What follows belongs to an exercise in optimizing a design on an open flow for small area, a short achievable clock period and few clock cycles; a production flow would make more cautious choices. RTL that was checked went through simulation tests only; none was proved equivalent to the original. No activity file was given, so power comes from the tool's default toggle rates.

## main
## outline_to_path_commands
module outline_to_path_commands (
  input  wire logic                 clk_i,
  input  wire logic                 rst_ni,
  input  wire logic                 in_valid_i,
  output logic                      in_stall_o,
  input  wire logic signed [15:0]   point_x_i,
  input  wire logic signed [15:0]   point_y_i,
  input  wire logic                 on_curve_i,
  input  wire logic                 cubic_control_i,
  input  wire logic                 contour_end_i,
  input  wire logic                 outline_end_i,
  output logic                      out_valid_o,
  input  wire logic                 out_stall_i,
  output logic [2:0]                command_o,
  output logic [1:0]                error_kind_o,
  output logic signed [15:0]        ax_o,
  output logic signed [15:0]        ay_o,
  output logic signed [15:0]        bx_o,
  output logic signed [15:0]        by_o,
  output logic signed [15:0]        cx_o,
  output logic signed [15:0]        cy_o,
  output logic                      run_last_o
);
  logic        acc;
  logic        more;
  logic        d_vld;
  logic [13:0] d_desc;
  logic [1:0]  d_rem;
  logic        k0_conic, k0_cubic;
  logic [31:0] s, p0, p1, x;
  logic [31:0] a, b, c;
  logic [35:0] pt_q;
  logic        vld_q;
  logic        take_in;
  assign acc        = vld_q && !more && !(out_valid_o && out_stall_i);
  assign in_stall_o = vld_q && !acc;
  assign take_in    = in_valid_i && !in_stall_o;
  always_ff @(posedge clk_i or negedge rst_ni) begin
    if (!rst_ni) begin
      vld_q <= 1'b0;
    end else if (take_in) begin
      vld_q <= 1'b1;
    end else if (acc) begin
      vld_q <= 1'b0;
    end
  end
  always_ff @(posedge clk_i) begin
    if (take_in) begin
      pt_q <= {point_x_i, point_y_i, on_curve_i, cubic_control_i, contour_end_i,
               outline_end_i};
    end
  end
  otpc_decode u_decode (
    .clk_i      (clk_i),
    .rst_ni     (rst_ni),
    .acc_i      (acc),
    .px_i       (pt_q[35:20]),
    .py_i       (pt_q[19:4]),
    .on_i       (pt_q[3]),
    .cubic_i    (pt_q[2]),
    .cend_i     (pt_q[1]),
    .oend_i     (pt_q[0]),
    .d_vld_o    (d_vld),
    .d_desc_o   (d_desc),
    .d_rem_o    (d_rem),
    .k0_conic_o (k0_conic),
    .k0_cubic_o (k0_cubic),
    .s_o        (s),
    .p0_o       (p0),
  ...
clock: 5.5 ns
lec_check: 0
cap_margin: 20
core_margin: 2
core_utilization: 40
setup_slack_margin: 2.9
slew_margin: 20
standard.sh (not shown) runs the stock make flow with config.mk's settings and CLKGATE_MAP_FILE= SYNTH_SCRIPT=/design/flow/synth_recipe.tcl, a recipe that flattens the netlist after the stock synthesis.
==> flow/flow/run.sh <==
#!/bin/bash
# The standard layout, with the ports buffered by plain buf_2 cells rather
# than the delay cells buffer_ports picks on its own.
set -euo pipefail
bash standard.sh "BUFFER_PORTS_ARGS=-buffer_cell sky130_fd_sc_hd__buf_2" finish > make_finish.log 2>&1
> inputs changed (main -> the feature branch)
- swapping 2.9 for 2.4 in SETUP_SLACK_MARGIN
--- outcome ---
For main, the start point of the critical path was pt_q[19]$_DFFE_PP_, unlike the feature branch, where it was u_outbuf.desc_q[4]$_DFF_P_. The feature branch and main ended up with roughly the same internal portion of total power. Non-clock buffer count in the feature branch is 109 lower than in main. On total power, the feature branch and main are basically level. Taking main as the reference point, the via count of the feature branch falls by about 7%. The feature branch completed; timing, DRC and antenna clean. main: full flow OK, the timing, DRC and antenna checks passed. The switching portion of total power on the feature branch is in line with that on main. Changes observed in the feature branch relative to main: post-layout utilization of the core now smaller; area overhead of the layout relative to synthesis shows a reduction of 21 points; clock period minus worst slack higher. The feature branch vs. main: met3 wirelength from detailed routing shrank by about 7%; final critical-path share of the clock period grew by 4.7 points; critical path depth now smaller.
No functional check of the RTL was part of any run of this note.

========
outline_to_path_commands, a different RTL version from the one above (not shown whole).
Size: ~860 cells after synthesis, ~9400 sq um of cells after synthesis.
Settings: LEC_CHECK=0, CAP_MARGIN=20, CORE_MARGIN=2, CORE_UTILIZATION=40, SETUP_SLACK_MARGIN=2.4, SLEW_MARGIN=20; clock period 5.5 ns.
run.sh (not shown) runs the stock make flow with config.mk's settings and CLKGATE_MAP_FILE= SYNTH_SCRIPT=/design/flow/synth_recipe.tcl, a recipe that flattens the netlist after the stock synthesis.
Stock flow here: none of the scripts above is used.
==> next run, changes <==
==> flow/flow/run.sh (new file) <==
#!/bin/bash
# The standard layout, with the ports buffered by plain buf_2 cells rather
# than the delay cells buffer_ports picks on its own.
set -euo pipefail
bash standard.sh "BUFFER_PORTS_ARGS=-buffer_cell sky130_fd_sc_hd__buf_2" finish > make_finish.log 2>&1
==> flow/standard.sh (new file) <==
#!/bin/bash
# synth_recipe.tcl (not shown) runs the flow's synth.tcl, then flattens the netlist and writes it again
# the make line also repeats each setting of config.mk as NAME=value (left out here)
make -C /OpenROAD-flow-scripts/flow DESIGN_CONFIG=/design/flow/config.mk WORK_HOME=/design/flow/orfs CLKGATE_MAP_FILE= SYNTH_SCRIPT=/design/flow/synth_recipe.tcl "${@:-finish}"
--- a/flow/config.mk
+++ b/flow/config.mk
@@ -10,3 +10,3 @@
 export CORE_UTILIZATION = 40
-export SETUP_SLACK_MARGIN = 2.4
+export SETUP_SLACK_MARGIN = 3.0
 export SLEW_MARGIN = 20
removed: flow/run.sh
What happened:
- setup slack gains 0.16 ns
- routed wire length came out higher by 10%
- total power came out higher by about 2%
- combinational power came out higher by 9.7%
- cell count came out higher by about 3.7%
- die area does not change
- global-route usage came out higher by 1.9 points
- flip-flop and latch count is unchanged
- synthesized area stays the same
- fmax came out higher by 5.4%
- clock power is about the same
==> next run, changes <==
--- a/flow/config.mk
+++ b/flow/config.mk
@@ -10,3 +10,3 @@
 export CORE_UTILIZATION = 40
-export SETUP_SLACK_MARGIN = 3.0
+export SETUP_SLACK_MARGIN = 2.7
 export SLEW_MARGIN = 20
=> Clock power is about the same. Sequential share of layout area went up by 2.3 points. Fmax drops by 2.2%. Total power is higher by 0.79%. Sequential power stays flat. Clock-buffer cell count stays the same.
No functional check of the RTL was part of any run of this note.

========
outline_to_path_commands, a different RTL version from the one above (not shown whole).
For scale: about 750 cells after synthesis, ~140 I/O pins, ~0.0088 mm^2 of cells after synthesis.
Settings: LEC_CHECK=0, CAP_MARGIN=20, CORE_MARGIN=2, CORE_UTILIZATION=60, CTS_BUF_LIST=sky130_fd_sc_hd__clkbuf_8, CTS_CLUSTER_SIZE=40, SETUP_SLACK_MARGIN=2.7, SLEW_MARGIN=20, SYNTH_HIERARCHICAL=1; clock period 5.5 ns.
standard.sh (not shown) runs the stock make flow with config.mk's settings and CLKGATE_MAP_FILE= SYNTH_SCRIPT=/design/flow/synth_recipe.tcl, a recipe that flattens the netlist after the stock synthesis.
==> flow/flow/run.sh <==
#!/bin/bash
# The standard layout, with the ports buffered by plain buf_1 cells rather
# than the delay cells buffer_ports picks on its own.
set -euo pipefail
bash standard.sh "BUFFER_PORTS_ARGS=-buffer_cell sky130_fd_sc_hd__buf_1" finish > make_finish.log 2>&1
The baseline completed without violations.
Testbench counts at the start, summed over its fixed seeds: cycles 16,807.
Edit:
Settings changed: SETUP_SLACK_MARGIN 2.7 to 2.55.
Effect:
- The new run passed the timing, DRC and antenna checks
- synthesized area does not change
- sequential power hardly moves
- worst setup slack degrades by 0.055 ns
- design area goes down by 2.0%
- sequential cell count is unchanged
- clock power goes up by 14%
- via count goes down by 1.2%

port drivers added, routing unchanged:
Ports are ideal in the flow. The routed layouts listed here were re-timed in OpenROAD. Step 1: set_driving_cell puts a clkbuf_16 on clk_i and a buf_2 on each other input, an assumption about the parent block. Step 2 moves the port delays by t, midway between the first and last clock arrival at a register: inputs arrive t later, outputs are due t later. That takes back most of the time a late clock gives input paths. a / b / c = ideal ports / drivers / drivers and shift; a / b = the first two.
run | t (ns) | setup WS [ns] | cell pins on the clock port's net
main | 0.474 | 2.672 / 2.637 / 2.489 | 1
the feature branch | 0.483 | 2.416 / 2.367 / 2.480 | 1
the first run of note 2 | 0.468 | 2.360 / 2.387 / 1.919 | 1
the second run of note 2 | 0.488 | 2.520 / 2.522 / 2.033 | 1
the third run of note 2 | 0.478 | 2.453 / 2.462 / 1.984 | 1
the first run of note 3 | 0.494 | 2.682 / 2.640 / 2.274 | 1
the second run of note 3 | 0.494 | 2.627 / 2.586 / 2.162 | 1
After both steps every run listed still meets setup and hold. For the second run of note 2, which loses most, drivers alone change the setup slack by +0.002 ns; drivers and shift together by -0.487 ns.
